This design comes from an exercise in tuning for small area on the open sky130 flow, not from production work.
Where RTL was checked, it was by simulation tests only, not by an equivalence proof against the original.
Power figures rest on the tool's default switching activity, not on a simulated workload. No driver is modelled on the clock port, so clocking that relies on it looks cheaper here than on a real chip.

==> flow/design.v (excerpt) <==
module tile_stats_accum #(
    parameter int PIX_WIDTH   = 8,
    parameter int IMG_WIDTH   = 640,
    parameter int IMG_HEIGHT  = 480,
    parameter int TILE_WIDTH  = 16,
    parameter int TILE_HEIGHT = 16,
    localparam int TX_W = $clog2(IMG_WIDTH / TILE_WIDTH),
    localparam int TY_W = $clog2(IMG_HEIGHT / TILE_HEIGHT)
) (
    input  logic                 iClk,
    input  logic                 iRst,
    input  logic                 iValid,
    input  logic                 iSof,
    input  logic [PIX_WIDTH-1:0] iData,
    output logic                 oValid,
    output logic [TX_W-1:0]      oTileX,
    output logic [TY_W-1:0]      oTileY,
    output logic [PIX_WIDTH-1:0] oMean,
    output logic [PIX_WIDTH-1:0] oMin,
    output logic [PIX_WIDTH-1:0] oMax,
    output logic                 oFrameDone
);
==> module tile_stats_accum, before the edit <==
module tile_stats_accum #(
    parameter int PIX_WIDTH   = 8,
    parameter int IMG_WIDTH   = 640,
    parameter int IMG_HEIGHT  = 480,
    parameter int TILE_WIDTH  = 16,
    parameter int TILE_HEIGHT = 16,
    localparam int TX_W = $clog2(IMG_WIDTH / TILE_WIDTH),
    localparam int TY_W = $clog2(IMG_HEIGHT / TILE_HEIGHT)
) (
    input  logic                 iClk,
    input  logic                 iRst,
    input  logic                 iValid,
    input  logic                 iSof,
    input  logic [PIX_WIDTH-1:0] iData,
    output logic                 oValid,
    output logic [TX_W-1:0]      oTileX,
    output logic [TY_W-1:0]      oTileY,
    output logic [PIX_WIDTH-1:0] oMean,
    output logic [PIX_WIDTH-1:0] oMin,
    output logic [PIX_WIDTH-1:0] oMax,
    output logic                 oFrameDone
);
    localparam int TILES_X = IMG_WIDTH / TILE_WIDTH;
    localparam int TILES_Y = IMG_HEIGHT / TILE_HEIGHT;
    localparam int LXW     = $clog2(TILE_WIDTH);
    localparam int LYW     = $clog2(TILE_HEIGHT);
    localparam int AREA_W  = $clog2(TILE_WIDTH * TILE_HEIGHT);
    localparam int SUM_W   = PIX_WIDTH + AREA_W;
    localparam int ENT_W   = SUM_W + 2 * PIX_WIDTH;
    logic [LXW-1:0]  lx, eLx;
    logic [LYW-1:0]  ly, eLy;
    logic [TX_W-1:0] col, eCol;
    logic [TY_W-1:0] row, eRow;
    logic            sof, runEnd, lineEnd, tileRowEnd, frameEnd;
    logic            tileFirst, tileLast;
    assign sof  = iValid && iSof;
    assign eLx  = sof ? '0 : lx;
    assign eLy  = sof ? '0 : ly;
    assign eCol = sof ? '0 : col;
    assign eRow = sof ? '0 : row;
    assign runEnd     = &eLx;
    assign lineEnd    = runEnd && (eCol == TX_W'(TILES_X - 1));
    assign tileRowEnd = &eLy;
    assign frameEnd   = tileRowEnd && (eRow == TY_W'(TILES_Y - 1));
    assign tileFirst  = (eLx == '0) && (eLy == '0);
    assign tileLast   = runEnd && tileRowEnd;
    always_ff @(posedge iClk or negedge iRst) begin
        if (!iRst) begin
            lx  <= '0;
            ly  <= '0;
            col <= '0;
            row <= '0;
        end else if (iValid) begin
            lx <= eLx + LXW'(1);
            if (runEnd)
                col <= lineEnd ? '0 : eCol + TX_W'(1);
            else
                col <= eCol;
            if (lineEnd) begin
                ly <= eLy + LYW'(1);
                if (tileRowEnd)
                    row <= frameEnd ? '0 : eRow + TY_W'(1);
                else
                    row <= eRow;
            end else begin
                ly  <= eLy;
                row <= eRow;
            end
        end
    end
    logic                 phase;
    logic                 lxHi, lxLo;         
    logic                 shift, shiftN;
    logic [ENT_W-1:0]     ring [TILES_X];
    logic [ENT_W-1:0]     nxtEnt, ringIn;
    assign shift  = iValid & ~iSof & lxHi;
    assign shiftN = ~iValid | iSof | lxLo;
    always_ff @(posedge iClk or negedge iRst) begin
        if (!iRst) begin
            phase <= 1'b0;
            lxHi  <= 1'b0;
            lxLo  <= 1'b1;
        end else begin
            phase <= ~phase;
            if (iValid) begin
                lxHi <= (eLx == LXW'(TILE_WIDTH - 2));
                lxLo <= (eLx != LXW'(TILE_WIDTH - 2));
            end
        end
    end
    logic [SUM_W-1:0]     curSum, nxtSum, addend;
    logic [PIX_WIDTH-1:0] curMin, curMax, nxtMin, nxtMax, pix;
    logic                 first, takeMin, takeMax;
    assign {curSum, curMin, curMax} = ring[0] ^ {ENT_W{phase}};
    assign first   = iValid & tileFirst;
    assign pix     = iData & {PIX_WIDTH{iValid}};
    assign addend  = SUM_W'(pix);
    assign takeMin = first | (iValid & (pix < curMin));
    assign takeMax = first | (iValid & (pix > curMax));
    assign nxtSum  = (first ? '0 : curSum) + addend;
    assign nxtMin  = takeMin ? pix : curMin;
    assign nxtMax  = takeMax ? pix : curMax;
    assign nxtEnt  = {nxtSum, nxtMin, nxtMax};
    assign ringIn  = nxtEnt ^ {ENT_W{phase}};
    always_ff @(posedge iClk or negedge iRst) begin
        if (!iRst) begin
            for (int i = 0; i < TILES_X; i++)
                ring[i] <= '0;
        end else begin
        ring[0] <= ~((ring[1] | {ENT_W{shiftN}}) & (ringIn | {ENT_W{shift}}));
        for (int i = 1; i < TILES_X - 1; i++)
            ring[i] <= ~((ring[i+1] | {ENT_W{shiftN}}) & (ring[i] | {ENT_W{shift}}));
        ring[TILES_X-1] <= ~((ringIn | {ENT_W{shiftN}}) & (ring[TILES_X-1] | {ENT_W{shift}}));
        end
    end
    logic rec;
    assign rec = iValid && tileLast;
    always_ff @(posedge iClk or negedge iRst) begin
        if (!iRst) begin
            oValid     <= 1'b0;
            oTileX     <= '0;
            oTileY     <= '0;
            oMean      <= '0;
            oMin       <= '0;
            oMax       <= '0;
            oFrameDone <= 1'b0;
        end else begin
            oValid     <= rec;
            oFrameDone <= rec && lineEnd && frameEnd;
            if (rec) begin
                oTileX <= eCol;
                oTileY <= eRow;
                oMean  <= nxtSum[SUM_W-1:AREA_W];
                oMin   <= nxtMin;
                oMax   <= nxtMax;
            end
        end
    end
endmodule
export LEC_CHECK = 0
export CAP_MARGIN = 20
export CORE_MARGIN = 2
export CORE_UTILIZATION = 40
export SLEW_MARGIN = 20
create_clock -name core_clock -period 8.0 [get_ports {iClk}]
standard.sh (not shown) runs the stock make flow with config.mk's settings and CLKGATE_MAP_FILE= SYNTH_SCRIPT=/design/flow/synth_recipe.tcl, a recipe that flattens the netlist after the stock synthesis.
==> flow/flow/run.sh <==
#!/bin/bash
# The standard layout with these changes to how it is built:
# - after the standard synthesis, its combinational logic is mapped again for
#   area with a few ABC scripts (flow/abc_*.abc), and the smallest result is
#   kept; every register stays the instance the standard synthesis made, with
#   its name, cell type and connections;
# - the port buffers are made from the smallest buffer cell instead of the one
#   buffer_ports picks by itself (every port still gets a buffer);
# - clock tree synthesis adds no dummy loads to balance the tree.
# Each tool run writes its full output to a log of its own in this folder.
set -euo pipefail
export BUFFER_PORTS_ARGS="-buffer_cell sky130_fd_sc_hd__buf_1"
export CTS_ARGS="-sink_clustering_enable -repair_clock_nets -sink_clustering_size 30 -sink_clustering_max_diameter 100 -buf_list sky130_fd_sc_hd__clkbuf_16 -dont_use_dummy_load"

res=orfs/results/$FLOW_PLATFORM/tile_stats_accum/base
plat=$FLOW_HOME/platforms/$FLOW_PLATFORM
lib=$plat/lib/sky130_fd_sc_hd__tt_025C_1v80.lib
yosys_bin=$FLOW_HOME/../tools/install/yosys/bin/yosys
[[ -x $yosys_bin ]] || yosys_bin=yosys

bash standard.sh synth > standard_synth.log 2>&1
cp $res/1_2_yosys.v standard_synth.v

# Cells the platform marks don't-use stay out of the new mapping.
dont_use=$(sed -n '/DONT_USE_CELLS += /,/^#/p' $plat/config.mk | grep -o 'sky130_fd_sc_hd__[a-z0-9_]*' | sed 's/^/-dont_use /' | tr '\n' ' ')
# Sequential cells stay black boxes, so no register is touched.
seq=$(grep -oE '^\s*sky130_fd_sc_hd__[a-z0-9_]+' standard_synth.v | sort -u | grep -E '__(df|edf|sdf|sedf|dl)' | tr '\n' ' ')

best=standard_synth.v
best_area=
for script in flow/abc_*.abc; do
  for pre in plain generic; do
    name=resyn_$(basename $script .abc)_$pre
    if [[ $pre == generic ]]; then
      first="abc -g AND,NAND,OR,NOR,XOR,XNOR,MUX
opt -fast"
    else
      first=""
    fi
    cat > $name.ys <<EOF
read_liberty -ignore_miss_func $lib
read_verilog standard_synth.v
hierarchy -top $FLOW_TOP
blackbox $seq
flatten
hierarchy -top $FLOW_TOP
techmap
opt -fast
$first
abc -liberty $lib $dont_use -script $script
opt_clean
stat -liberty $lib
write_verilog -noattr -noexpr -nohex -nodec $name.v
EOF
    if $yosys_bin -p "script $name.ys" > $name.log 2>&1; then
      area=$(grep 'Chip area' $name.log | tail -1 | awk '{print $NF}')
      echo "$name $area" >> resyn_areas.txt
      if [[ -z $best_area ]] || awk "BEGIN {exit !($area < $best_area)}"; then
        best=$name.v
        best_area=$area
      fi
    fi
  done
done
echo "kept $best $best_area" >> resyn_areas.txt

cp $best $res/1_2_yosys.v
rm -f $res/1_synth.odb $res/1_synth.sdc
bash standard.sh > standard_flow.log 2>&1
Other scripts of this flow, unchanged in this note and not shown: flow/flow/abc_a.abc, flow/flow/abc_b.abc, flow/flow/abc_c.abc, flow/flow/abc_d.abc
Then changed:
--- a/flow/design.v
+++ b/flow/design.v
@@ -99,22 +99,17 @@
     assign takeMax = first | (iValid & (pix > curMax));
     assign nxtSum  = (first ? '0 : curSum) + addend;
     assign nxtMin  = takeMin ? pix : curMin;
     assign nxtMax  = takeMax ? pix : curMax;
     assign nxtEnt  = {nxtSum, nxtMin, nxtMax};
     assign ringIn  = nxtEnt ^ {ENT_W{phase}};
-    always_ff @(posedge iClk or negedge iRst) begin
-        if (!iRst) begin
-            for (int i = 0; i < TILES_X; i++)
-                ring[i] <= '0;
-        end else begin
+    always_ff @(posedge iClk) begin
         ring[0] <= ~((ring[1] | {ENT_W{shiftN}}) & (ringIn | {ENT_W{shift}}));
         for (int i = 1; i < TILES_X - 1; i++)
             ring[i] <= ~((ring[i+1] | {ENT_W{shiftN}}) & (ring[i] | {ENT_W{shift}}));
         ring[TILES_X-1] <= ~((ringIn | {ENT_W{shiftN}}) & (ring[TILES_X-1] | {ENT_W{shift}}));
-        end
     end
     logic rec;
     assign rec = iValid && tileLast;
     always_ff @(posedge iClk or negedge iRst) begin
         if (!iRst) begin
             oValid     <= 1'b0;
Clock-buffer cell count came out higher by 2.
Sequential cell count is unchanged.
Wire length falls by 20%.
Register-to-register slack gains 0.84 ns.
Setup slack loses 0.35 ns.
Sequential share of layout area shrinks by 3.9 points.
For the second run of this note, only the layout was checked, not whether the RTL still works.

* * *

S:
The RTL this note starts from:
==> flow/design.v <==
module tile_stats_accum #(
    parameter int PIX_WIDTH   = 8,
    parameter int IMG_WIDTH   = 640,
    parameter int IMG_HEIGHT  = 480,
    parameter int TILE_WIDTH  = 16,
    parameter int TILE_HEIGHT = 16,
    localparam int TX_W = $clog2(IMG_WIDTH / TILE_WIDTH),
    localparam int TY_W = $clog2(IMG_HEIGHT / TILE_HEIGHT)
) (
    input  logic                 iClk,
    input  logic                 iRst,
    input  logic                 iValid,
    input  logic                 iSof,
    input  logic [PIX_WIDTH-1:0] iData,
    output logic                 oValid,
    output logic [TX_W-1:0]      oTileX,
    output logic [TY_W-1:0]      oTileY,
    output logic [PIX_WIDTH-1:0] oMean,
    output logic [PIX_WIDTH-1:0] oMin,
    output logic [PIX_WIDTH-1:0] oMax,
    output logic                 oFrameDone
);
    localparam int TILES_X = IMG_WIDTH / TILE_WIDTH;
    localparam int TILES_Y = IMG_HEIGHT / TILE_HEIGHT;
    localparam int LXW     = $clog2(TILE_WIDTH);
    localparam int LYW     = $clog2(TILE_HEIGHT);
    localparam int AREA_W  = $clog2(TILE_WIDTH * TILE_HEIGHT);
    localparam int SUM_W   = PIX_WIDTH + AREA_W;
    localparam int ENT_W   = SUM_W + 2 * PIX_WIDTH;
    logic [LXW-1:0]  lx, eLx;
    logic [LYW-1:0]  ly, eLy;
    logic [TX_W-1:0] col, eCol;
    logic [TY_W-1:0] row, eRow;
    logic            sof, runEnd, lineEnd, tileRowEnd, frameEnd;
    logic            tileFirst, tileLast;
    assign sof  = iValid && iSof;
    assign eLx  = sof ? '0 : lx;
    assign eLy  = sof ? '0 : ly;
    assign eCol = sof ? '0 : col;
    assign eRow = sof ? '0 : row;
    assign runEnd     = &eLx;
    assign lineEnd    = runEnd && (eCol == TX_W'(TILES_X - 1));
    assign tileRowEnd = &eLy;
    assign frameEnd   = tileRowEnd && (eRow == TY_W'(TILES_Y - 1));
    assign tileFirst  = (eLx == '0) && (eLy == '0);
    assign tileLast   = runEnd && tileRowEnd;
    always_ff @(posedge iClk or negedge iRst) begin
        if (!iRst) begin
            lx  <= '0;
            ly  <= '0;
            col <= '0;
            row <= '0;
        end else if (iValid) begin
            lx <= eLx + LXW'(1);
            if (runEnd)
                col <= lineEnd ? '0 : eCol + TX_W'(1);
            else
                col <= eCol;
            if (lineEnd) begin
                ly <= eLy + LYW'(1);
                if (tileRowEnd)
                    row <= frameEnd ? '0 : eRow + TY_W'(1);
                else
                    row <= eRow;
            end else begin
                ly  <= eLy;
                row <= eRow;
            end
        end
    end
    logic [ENT_W-1:0] ring [TILES_X];
    logic [SUM_W-1:0]     curSum, nxtSum;
    logic [PIX_WIDTH-1:0] curMin, curMax, nxtMin, nxtMax;
    assign {curSum, curMin, curMax} = ring[0];
    always_comb begin
        nxtSum = SUM_W'(iData);
        nxtMin = iData;
        nxtMax = iData;
        if (!tileFirst) begin
            nxtSum = curSum + SUM_W'(iData);
            nxtMin = (iData < curMin) ? iData : curMin;
            nxtMax = (iData > curMax) ? iData : curMax;
        end
    end
    always_ff @(posedge iClk) begin
        if (iValid) begin
            if (runEnd) begin
                for (int i = 0; i < TILES_X - 1; i++)
                    ring[i] <= ring[i+1];
                ring[TILES_X-1] <= {nxtSum, nxtMin, nxtMax};
            end else begin
                ring[0] <= {nxtSum, nxtMin, nxtMax};
            end
        end
    end
    logic rec;
    assign rec = iValid && tileLast;
    always_ff @(posedge iClk or negedge iRst) begin
        if (!iRst) begin
            oValid     <= 1'b0;
            oTileX     <= '0;
            oTileY     <= '0;
            oMean      <= '0;
            oMin       <= '0;
            oMax       <= '0;
            oFrameDone <= 1'b0;
        end else begin
            oValid     <= rec;
            oFrameDone <= rec && lineEnd && frameEnd;
            if (rec) begin
                oTileX <= eCol;
                oTileY <= eRow;
                oMean  <= nxtSum[SUM_W-1:AREA_W];
                oMin   <= nxtMin;
                oMax   <= nxtMax;
            end
        end
    end
endmodule
clock: 8.0 ns
lec_check: 0
cap_margin: 20
core_margin: 2
core_utilization: 40
slew_margin: 20
run.sh (not shown) runs the stock make flow with config.mk's settings and CLKGATE_MAP_FILE= SYNTH_SCRIPT=/design/flow/synth_recipe.tcl, a recipe that flattens the netlist after the stock synthesis.
Stock flow here: none of the scripts above is used.
Here is what was changed in the inputs of R compared with S.
==> flow/design.v <==
module tile_stats_accum #(
    parameter int PIX_WIDTH   = 8,
    parameter int IMG_WIDTH   = 640,
    parameter int IMG_HEIGHT  = 480,
    parameter int TILE_WIDTH  = 16,
    parameter int TILE_HEIGHT = 16,
    localparam int TX_W = $clog2(IMG_WIDTH / TILE_WIDTH),
    localparam int TY_W = $clog2(IMG_HEIGHT / TILE_HEIGHT)
) (
    input  logic                 iClk,
    input  logic                 iRst,
    input  logic                 iValid,
    input  logic                 iSof,
    input  logic [PIX_WIDTH-1:0] iData,
    output logic                 oValid,
    output logic [TX_W-1:0]      oTileX,
    output logic [TY_W-1:0]      oTileY,
    output logic [PIX_WIDTH-1:0] oMean,
    output logic [PIX_WIDTH-1:0] oMin,
    output logic [PIX_WIDTH-1:0] oMax,
    output logic                 oFrameDone
);
    localparam int TILES_X = IMG_WIDTH / TILE_WIDTH;
    localparam int TILES_Y = IMG_HEIGHT / TILE_HEIGHT;
    localparam int LXW     = $clog2(TILE_WIDTH);
    localparam int LYW     = $clog2(TILE_HEIGHT);
    localparam int AREA_W  = $clog2(TILE_WIDTH * TILE_HEIGHT);
    localparam int SUM_W   = PIX_WIDTH + AREA_W;
    localparam int ENT_W   = SUM_W + 2 * PIX_WIDTH;
    logic [LXW-1:0]  lx, eLx;
    logic [LYW-1:0]  ly, eLy;
    logic [TX_W-1:0] col, eCol;
    logic [TY_W-1:0] row, eRow;
    logic            sof, runEnd, lineEnd, tileRowEnd, frameEnd;
    logic            tileFirst, tileLast;
    assign sof  = iValid && iSof;
    assign eLx  = sof ? '0 : lx;
    assign eLy  = sof ? '0 : ly;
    assign eCol = sof ? '0 : col;
    assign eRow = sof ? '0 : row;
    assign runEnd     = &eLx;
    assign lineEnd    = runEnd && (eCol == TX_W'(TILES_X - 1));
    assign tileRowEnd = &eLy;
    assign frameEnd   = tileRowEnd && (eRow == TY_W'(TILES_Y - 1));
    assign tileFirst  = (eLx == '0) && (eLy == '0);
    assign tileLast   = runEnd && tileRowEnd;
    always_ff @(posedge iClk or negedge iRst) begin
        if (!iRst) begin
            lx  <= '0;
            ly  <= '0;
            col <= '0;
            row <= '0;
        end else if (iValid) begin
            lx <= eLx + LXW'(1);
            if (runEnd)
                col <= lineEnd ? '0 : eCol + TX_W'(1);
            else
                col <= eCol;
            if (lineEnd) begin
                ly <= eLy + LYW'(1);
                if (tileRowEnd)
                    row <= frameEnd ? '0 : eRow + TY_W'(1);
                else
                    row <= eRow;
            end else begin
                ly  <= eLy;
                row <= eRow;
            end
        end
    end
    logic [SUM_W-1:0]     curSum, nxtSum;
    logic [PIX_WIDTH-1:0] curMin, curMax, nxtMin, nxtMax;
    logic [ENT_W-1:0]     acc, nxtEnt;
    assign {curSum, curMin, curMax} = acc;
    assign nxtEnt = {nxtSum, nxtMin, nxtMax};
    always_comb begin
        nxtSum = SUM_W'(iData);
        nxtMin = iData;
        nxtMax = iData;
        if (!tileFirst) begin
            nxtSum = curSum + SUM_W'(iData);
            nxtMin = (iData < curMin) ? iData : curMin;
            nxtMax = (iData > curMax) ? iData : curMax;
        end
    end
    logic                 phase;
    logic                 lxHi, lxLo;         
    logic                 shift, shiftN;
    logic [ENT_W-1:0]     ring [1:TILES_X-1];
    logic [ENT_W-1:0]     ringIn;
    assign shift  = iValid & ~iSof & lxHi;
    assign shiftN = ~iValid | iSof | lxLo;
    assign ringIn = nxtEnt ^ {ENT_W{phase}};
    always_ff @(posedge iClk or negedge iRst) begin
        if (!iRst) begin
            phase <= 1'b0;
            lxHi  <= 1'b0;
            lxLo  <= 1'b1;
        end else begin
            phase <= ~phase;
            if (iValid) begin
                lxHi <= (eLx == LXW'(TILE_WIDTH - 2));
                lxLo <= (eLx != LXW'(TILE_WIDTH - 2));
            end
        end
    end
    always_ff @(posedge iClk) begin
        for (int i = 1; i < TILES_X - 1; i++)
            ring[i] <= ~((ring[i+1] | {ENT_W{shiftN}}) & (ring[i] | {ENT_W{shift}}));
        ring[TILES_X-1] <= ~((ringIn | {ENT_W{shiftN}}) & (ring[TILES_X-1] | {ENT_W{shift}}));
    end
    always_ff @(posedge iClk) begin
        if (iValid)
            acc <= runEnd ? (ring[1] ^ {ENT_W{phase}}) : nxtEnt;
    end
    logic rec;
    assign rec = iValid && tileLast;
    always_ff @(posedge iClk or negedge iRst) begin
        if (!iRst) begin
            oValid     <= 1'b0;
            oTileX     <= '0;
            oTileY     <= '0;
            oMean      <= '0;
            oMin       <= '0;
            oMax       <= '0;
            oFrameDone <= 1'b0;
        end else begin
            oValid     <= rec;
            oFrameDone <= rec && lineEnd && frameEnd;
            if (rec) begin
                oTileX <= eCol;
                oTileY <= eRow;
                oMean  <= nxtSum[SUM_W-1:AREA_W];
                oMin   <= nxtMin;
                oMax   <= nxtMax;
            end
        end
    end
endmodule
Re final core utilization: S and R aren't equal, and the lower value belongs to R. The lower register fraction of the total cell area of S and R is in R. The total power per unit cell area number comes out higher for R vs S. Combinational power share ended up 3.4 points higher on R than on S. On R: cell count after placement is 36% higher than what S gave. Busiest layer in global routing = met2: R; busiest layer in global routing = met1: S. Looking at switching share of power, R sits 2.4 points higher than S does.

-- port drivers added, routing unchanged --
The flow's constraints put no driver on any port. The routed layouts listed below were extracted and timed again, unchanged, in two steps. Step 1 (the two cells are an assumption about what drives the block):
set clk [get_ports {iClk}]
set_driving_cell -lib_cell sky130_fd_sc_hd__clkbuf_16 $clk
set_driving_cell -lib_cell sky130_fd_sc_hd__buf_2 [delete_from_list [all_inputs] $clk]
Step 2 adds t to the input delays and takes it off the output delays; t is the mean of the earliest and latest rising clock arrival at the registers after step 1. Input paths then give back, and output paths get back, about the clock's delay inside the block. Slacks: no drivers / after step 1 / after step 2; pairs: no drivers / after step 1.
run | t (ns) | setup WS [ns] | latest minus earliest clock arrival (ns) | cell pins on the clock port's net
the first run of note 1 | 0.704 | 1.610 / 1.642 / 0.938 | 0.064 / 0.064 | 1
the second run of note 1 | 0.681 | 1.258 / 1.294 / 0.613 | 0.108 / 0.108 | 1
S | 0.734 | 3.067 / 3.081 / 2.347 | 0.042 / 0.043 | 1
R | 0.766 | 3.500 / 3.529 / 2.764 | 0.042 / 0.041 | 1
After both steps every run listed still meets setup and hold. The setup slack of R, which loses most, moves by +0.029 ns with the drivers and by -0.736 ns with both steps.
